What follows belongs to an exercise in optimizing a design on an open flow for small area and a short achievable clock period; a production flow would make more cautious choices. At most, simulation tests tie the RTL to the original design; equivalence was not proved. Power figures rest on the tool's default switching activity, not on a simulated workload. No driver is modelled on the clock port, so clocking that relies on it looks cheaper here than on a real chip.

==> flow/design.v (excerpt) <==
module adc_circ_buffer
#(
  parameter int DATA_W    = adc_pkg::ADC_DATA_W,
  parameter int ADDR_W    = adc_pkg::ADC_ADDR_W,
  parameter int POST_TRIG = 192
) (
  input  logic              FASTCLK,
  input  logic              RESET_n,
  input  logic [DATA_W-1:0] IN_DATA,
  input  logic              IN_WE,
  input  logic              ARM,
  input  logic              TRIG,
  input  logic              RD_READY,
  output logic [DATA_W-1:0] RD_DATA,
  output logic              RD_VALID,
  output logic              RD_LAST,
  output logic [ADDR_W-1:0] TRIG_ADDR,
  output logic              BUSY,
  output logic              TRIG_LOST
);
  localparam int DEPTH = 1 << ADDR_W;
  localparam int PRE   = DEPTH - POST_TRIG;
  localparam logic [ADDR_W-1:0] PRE_END  = ADDR_W'(PRE - 1);
  localparam logic [ADDR_W-1:0] POST_END = ADDR_W'(POST_TRIG - 1);
  localparam logic [ADDR_W-1:0] RD_END   = ADDR_W'(DEPTH - 2);
  logic s_fill_q, s_armed_q, s_post_q, s_read_q, busy_q;
  logic s_fill_d, s_armed_d, s_post_d, s_read_d, busy_d;
  logic [ADDR_W-1:0] wr_ptr_q, wr_ptr_d;
  logic [ADDR_W-1:0] trig_addr_q, trig_addr_d;
  logic [ADDR_W-1:0] cnt_q, cnt_d;
  logic              trig_lost_q, trig_lost_d;
  logic              rd_valid_q, rd_valid_d;
  logic              rd_last_q, rd_last_d;
  logic              rv_q, rv_d;
  logic              last_q, last_d;
  logic              idle;
  logic [DATA_W-1:0] rd_data_q, rd_data_d;
  logic [DATA_W-1:0] wd_q;
  logic              wv_q;
  logic              wr_en;
  logic              xfer;
  logic              shift;
  logic [DATA_W-1:0] sr_out;
  assign wr_en = IN_WE && (s_fill_q || s_armed_q || s_post_q);
  assign xfer  = rv_q && RD_READY;
  assign idle  = !(s_fill_q || s_armed_q || s_post_q || s_read_q);
  assign shift = wv_q || xfer;
  circ_ram #(
    .DATA_W(DATA_W),
    .DEPTH (DEPTH - 1)
  ) u_ram (
    .clk_i  (FASTCLK),
    .shift_i(shift),
    .wdata_i(wd_q),
    .rdata_o(sr_out)
  );
  always_ff @(posedge FASTCLK) begin
    wd_q <= IN_DATA;
    wv_q <= wr_en;
  end
  always_comb begin
    s_fill_d    = s_fill_q;
    s_armed_d   = s_armed_q;
    s_post_d    = s_post_q;
    s_read_d    = s_read_q;
    wr_ptr_d    = wr_en ? wr_ptr_q + 1'b1 : wr_ptr_q;
    trig_addr_d = trig_addr_q;
    cnt_d       = cnt_q;
    trig_lost_d = trig_lost_q;
  ...
Settings: LEC_CHECK=0, CAP_MARGIN=20, CORE_MARGIN=2, CORE_UTILIZATION=65, CTS_BUF_LIST=sky130_fd_sc_hd__clkbuf_4 sky130_fd_sc_hd__clkbuf_8, SETUP_SLACK_MARGIN=3.5, SLEW_MARGIN=20; clock period 6.0 ns.
run.sh (not shown) runs the stock make flow with config.mk's settings and CLKGATE_MAP_FILE= SYNTH_SCRIPT=/design/flow/synth_recipe.tcl, a recipe that flattens the netlist after the stock synthesis.
Then changed:
--- a/flow/config.mk
+++ b/flow/config.mk
@@ -10,3 +10,2 @@
 export CORE_UTILIZATION = 65
-export CTS_BUF_LIST = sky130_fd_sc_hd__clkbuf_4 sky130_fd_sc_hd__clkbuf_8
 export SETUP_SLACK_MARGIN = 3.5
The new run finished with timing, DRC and antenna clean.
Synthesized cell count does not change.
Clock power increases by roughly a tenth.
Worst setup slack improved by 0.041 ns.
No run of this note included a check of the RTL's function; only the layout flow was run.

---

Setup of v27:
The RTL this note starts from:
==> flow/design.v <==
package adc_pkg;
  localparam int ADC_DATA_W = 12;
  localparam int ADC_ADDR_W = 8;
  typedef enum logic [2:0] {
    IDLE,
    FILL,
    ARMED,
    POST,
    READOUT
  } state_t;
  function automatic logic [ADC_ADDR_W-1:0] ptr_add(input logic [ADC_ADDR_W-1:0] ptr,
                                                    input logic [ADC_ADDR_W-1:0] n);
    ptr_add = ptr + n;
  endfunction
endpackage
module circ_ram
#(
  parameter int DATA_W = adc_pkg::ADC_DATA_W,
  parameter int DEPTH  = 255
) (
  input  logic              clk_i,
  input  logic              shift_i,
  input  logic              hold_i,
  input  logic [DATA_W-1:0] wdata_i,
  output logic [DATA_W-1:0] tail_o,
  output logic [DATA_W-1:0] tail1_o
);
  logic [DATA_W-1:0] sr_q [DEPTH];
  always_ff @(posedge clk_i) begin
    sr_q[0] <= ~(({DATA_W{shift_i}} | sr_q[0]) & ({DATA_W{hold_i}} | wdata_i));
    for (int i = 1; i < DEPTH; i++) begin
      sr_q[i] <= ~(({DATA_W{shift_i}} | sr_q[i]) & ({DATA_W{hold_i}} | sr_q[i-1]));
    end
  end
  assign tail_o  = sr_q[DEPTH-1];
  assign tail1_o = sr_q[DEPTH-2];
endmodule
module adc_circ_buffer
#(
  parameter int DATA_W    = adc_pkg::ADC_DATA_W,
  parameter int ADDR_W    = adc_pkg::ADC_ADDR_W,
  parameter int POST_TRIG = 192
) (
  input  logic              FASTCLK,
  input  logic              RESET_n,
  input  logic [DATA_W-1:0] IN_DATA,
  input  logic              IN_WE,
  input  logic              ARM,
  input  logic              TRIG,
  input  logic              RD_READY,
  output logic [DATA_W-1:0] RD_DATA,
  output logic              RD_VALID,
  output logic              RD_LAST,
  output logic [ADDR_W-1:0] TRIG_ADDR,
  output logic              BUSY,
  output logic              TRIG_LOST
);
  localparam int DEPTH = 1 << ADDR_W;
  localparam int PRE   = DEPTH - POST_TRIG;
  localparam logic [ADDR_W-1:0] PRE_END  = ADDR_W'(PRE - 1);
  localparam logic [ADDR_W-1:0] POST_END = ADDR_W'(POST_TRIG - 1);
  localparam logic [ADDR_W-1:0] RD_END   = ADDR_W'(DEPTH - 2);
  logic s_fill_q, s_armed_q, s_post_q, s_read_q, busy_q;
  logic s_fill_d, s_armed_d, s_post_d, s_read_d, busy_d;
  logic [ADDR_W-1:0] wr_ptr_q, wr_ptr_d;
  logic [ADDR_W-1:0] trig_addr_q, trig_addr_d;
  logic [ADDR_W-1:0] cnt_q, cnt_d;
  logic              trig_lost_q, trig_lost_d;
  logic              rd_valid_q, rd_valid_d;
  logic              rd_last_q, rd_last_d;
  logic              rv_q, rv_d;
  logic              last_q, last_d;
  logic              idle;
  logic [DATA_W-1:0] rd_data_q, rd_data_d;
  logic [DATA_W-1:0] wd_q;
  logic              shift_q, hold_q;
  logic              pend_q;
  logic              pol_q;
  logic [DATA_W-1:0] sr_next;
  logic              wr_en;
  logic              xfer;
  logic [DATA_W-1:0] sr_tail, sr_tail1;
  assign wr_en = IN_WE && (s_fill_q || s_armed_q || s_post_q);
  assign xfer  = rv_q && RD_READY;
  assign idle  = !(s_fill_q || s_armed_q || s_post_q || s_read_q);
  circ_ram #(
    .DATA_W(DATA_W),
    .DEPTH (DEPTH - 1)
  ) u_ram (
    .clk_i  (FASTCLK),
    .shift_i(shift_q),
    .hold_i (hold_q),
    .wdata_i(wd_q),
    .tail_o (sr_tail),
    .tail1_o(sr_tail1)
  );
  always_ff @(posedge FASTCLK) begin
    pol_q   <= RESET_n && !pol_q;
    wd_q    <= IN_DATA ^ {DATA_W{!pol_q}};
    shift_q <= wr_en || xfer;
    hold_q  <= !(wr_en || xfer);
    pend_q  <= xfer;
  end
  always_comb begin
    s_fill_d    = s_fill_q;
    s_armed_d   = s_armed_q;
    s_post_d    = s_post_q;
    s_read_d    = s_read_q;
    wr_ptr_d    = wr_en ? wr_ptr_q + 1'b1 : wr_ptr_q;
    trig_addr_d = trig_addr_q;
    cnt_d       = cnt_q;
    trig_lost_d = trig_lost_q;
    if (idle) begin
      if (ARM) begin
        s_fill_d    = 1'b1;
        cnt_d       = '0;
        trig_lost_d = 1'b0;
      end
    end
    if (s_fill_q) begin
      if (TRIG) trig_lost_d = 1'b1;
      if (IN_WE) begin
        cnt_d = cnt_q + 1'b1;
        if (cnt_q == PRE_END) begin
          s_fill_d  = 1'b0;
          s_armed_d = 1'b1;
        end
      end
    end
    if (s_armed_q) begin
      if (TRIG) begin
        s_armed_d   = 1'b0;
        s_post_d    = 1'b1;
        trig_addr_d = wr_ptr_q;
        cnt_d       = {{(ADDR_W-1){1'b0}}, IN_WE};
      end
    end
    if (s_post_q) begin
      if (IN_WE) begin
        cnt_d = cnt_q + 1'b1;
        if (cnt_q == POST_END) begin
          s_post_d = 1'b0;
          s_read_d = 1'b1;
          cnt_d    = '0;
        end
      end
    end
    if (s_read_q) begin
      if (xfer) begin
        cnt_d = cnt_q + 1'b1;
        if (last_q) s_read_d = 1'b0;
      end
    end
  end
  assign busy_d     = s_fill_d || s_armed_d || s_post_d || s_read_d;
  assign sr_next    = (pend_q ? sr_tail1 : sr_tail) ^ {DATA_W{pol_q}};
  assign rd_valid_d = s_read_q && !(xfer && last_q);
  assign rd_last_d  = s_read_q && (xfer ? (cnt_q == RD_END) : rd_last_q);
  assign rv_d       = s_read_q && s_read_d;
  assign last_d     = s_read_q && ((RD_READY && rv_q) ? (cnt_q == RD_END) : last_q);
  assign rd_data_d  = (s_read_q && (!rv_q || RD_READY)) ?
                      (last_q ? '0 : sr_next) : rd_data_q;
  always_ff @(posedge FASTCLK) begin
    if (!RESET_n) begin
      s_fill_q    <= 1'b0;
      s_armed_q   <= 1'b0;
      s_post_q    <= 1'b0;
      s_read_q    <= 1'b0;
      busy_q      <= 1'b0;
      wr_ptr_q    <= '0;
      trig_addr_q <= '0;
      cnt_q       <= '0;
      trig_lost_q <= 1'b0;
      rd_valid_q  <= 1'b0;
      rd_last_q   <= 1'b0;
      rv_q        <= 1'b0;
      last_q      <= 1'b0;
      rd_data_q   <= '0;
    end else begin
      s_fill_q    <= s_fill_d;
      s_armed_q   <= s_armed_d;
      s_post_q    <= s_post_d;
      s_read_q    <= s_read_d;
      busy_q      <= busy_d;
      wr_ptr_q    <= wr_ptr_d;
      trig_addr_q <= trig_addr_d;
      cnt_q       <= cnt_d;
      trig_lost_q <= trig_lost_d;
      rd_valid_q  <= rd_valid_d;
      rd_last_q   <= rd_last_d;
      rv_q        <= rv_d;
      last_q      <= last_d;
      rd_data_q   <= rd_data_d;
    end
  end
  assign RD_VALID  = rd_valid_q;
  assign RD_DATA   = rd_data_q;
  assign RD_LAST   = rd_last_q;
  assign TRIG_ADDR = trig_addr_q;
  assign BUSY      = busy_q;
  assign TRIG_LOST = trig_lost_q;
endmodule
Settings: LEC_CHECK=0, CAP_MARGIN=10, CORE_MARGIN=2, CORE_UTILIZATION=83, CTS_CLUSTER_DIAMETER=100, CTS_CLUSTER_SIZE=30, SETUP_SLACK_MARGIN=3.7, SLEW_MARGIN=10; clock period 6.0 ns.
v27 was carried through to the last stage, and its layout satisfied the timing, DRC and antenna checks.
[inputs] v21 vs v27
Settings: CTS_CLUSTER_DIAMETER changed from 100 to 60; CTS_CLUSTER_SIZE changed from 30 to 20; SLEW_MARGIN changed from 10 to 20; CORE_UTILIZATION changed from 83 to 85; SETUP_SLACK_MARGIN changed from 3.7 to 3.6; CAP_MARGIN changed from 10 to 20; CTS_BUF_LIST newly set to sky130_fd_sc_hd__clkbuf_8 sky130_fd_sc_hd__clkbuf_16.
[summary]
Relative to v27, transition at the pin with the smallest max-transition slack decreased by 0.010 ns in v21.
Area of the multi-input gates: v27 vs v21 — no meaningful difference
Worst hold slack essentially unchanged between v27 and v21.
v21 vs. v27: number of standard cells in the layout, taps in and fillers out roughly the same, part of the total power dissipated in combinational logic lost 0.3 points, total wirelength of the detailed-routed design saw an increase, area of placed instances barely changed, fmax went down.
Compared with v27, v21 shows post-synthesis to final-layout area growth higher by 1.9 points.
[v21] sequential share of layout area fell 1.3 points relative to v27
Total power density per cell area went up by a few percent going from v27 to v21.
What v33 does differently from v21 at the input level:
Settings: a change of CTS_CLUSTER_SIZE from 20 to 30; a change of SLEW_MARGIN from 20 to 10; a change of CTS_CLUSTER_DIAMETER from 60 to 200; a deleted CTS_BUF_LIST that had been sky130_fd_sc_hd__clkbuf_8 sky130_fd_sc_hd__clkbuf_16; a change of CAP_MARGIN from 20 to 10.
--- outcome ---
The standard-cell row count on v21 is in line with that on v33.
Against v21, v33 comes in 0.097 ns lower on final period demand of the worst path.
In the reports for v21 and v33, the larger core utilization belongs to v21.
Against v21, final cell count in v33 fell slightly.
v33 vs v21, worst setup slack went up by 0.097 ns.
Of the two values seen for termination of the worst setup path, TRIG_ADDR[2] was produced by v33 and RD_DATA[8] by v21.
When v33 is measured against v21, its power of the clock network turns out 21% lower.
Of v21 and v33, v21 shows the lower portion of total power attributed to combinational logic, with v33 above it.
Compared to v21, v33 reaches a higher achievable clock.
On v33: global-route wire length before repair is about 9% lower than what v21 gave.
v21 has a higher total setup buffers inserted after CTS than v33.
v21 has higher total routed wire length on the met1 layer than v33.
#### Input delta (v34 over v33)
Settings: changing SETUP_SLACK_MARGIN from 3.6 to 4.0; changing CTS_CLUSTER_DIAMETER from 200 to 100; changing CORE_UTILIZATION from 85 to 83.
Findings:
Via total after detailed routing is lower on v34
Diff v33 -> v34: routed wire length moved down; number of cells after detailed placement moved up; area taken by flip-flops and latches level.
A launch point of the worst path of rd_data_q[10] is what v34 shows, while trig_addr_q[2] belongs to v33.
Changes observed in v34 relative to v33: post-synthesis async set-or-reset flop share about even; post-route cell area rose 0.45%.
Overall power consumption: v34 vs v33 down 0.54%
Diff v33..v34 | clock input transition at the sequential cells of the worst setup and hold paths | negligible

-- afterwards: timing with drivers on the ports --
No port has a modelled driver above. Below, the same layouts with a new extraction and two added sets of constraints.
Step 1 (the two cells are an assumption about what drives the block):
set clk [get_ports {FASTCLK}]
set_driving_cell -lib_cell sky130_fd_sc_hd__clkbuf_16 $clk
set_driving_cell -lib_cell sky130_fd_sc_hd__buf_2 [delete_from_list [all_inputs] $clk]
Step 2 adds t to the input delays and takes it off the output delays; t is the mean of the earliest and latest rising clock arrival at the registers after step 1. Input paths then give back, and output paths get back, about the clock's delay inside the block.
Slacks: ideal ports / drivers / drivers and shift; pairs: ideal ports / drivers.
run	t (ns)	setup slack, ns	hold WS [ns]	worst data-port slew with drivers (ns)	cell pins on the clock port's net
the first run of note 1	1.034	3.399 / 3.328 / 2.491	0.395 / 0.395 / 0.395	0.05	1
the second run of note 1	0.927	3.440 / 3.434 / 2.568	0.402 / 0.402 / 0.402	0.05	1
v27	0.816	3.568 / 3.489 / 3.010	0.417 / 0.417 / 0.417	0.10	1
v21	0.858	3.465 / 3.392 / 2.918	0.420 / 0.420 / 0.420	0.07	1
v33	0.795	3.562 / 3.486 / 2.989	0.424 / 0.424 / 0.424	0.06	1
v34	0.793	3.587 / 3.514 / 3.322	0.420 / 0.420 / 0.420	0.06	1
After both steps setup and hold are still met in every run listed. The setup slack of the first run of note 1, which loses most, moves by -0.071 ns with the drivers and by -0.908 ns with both steps.
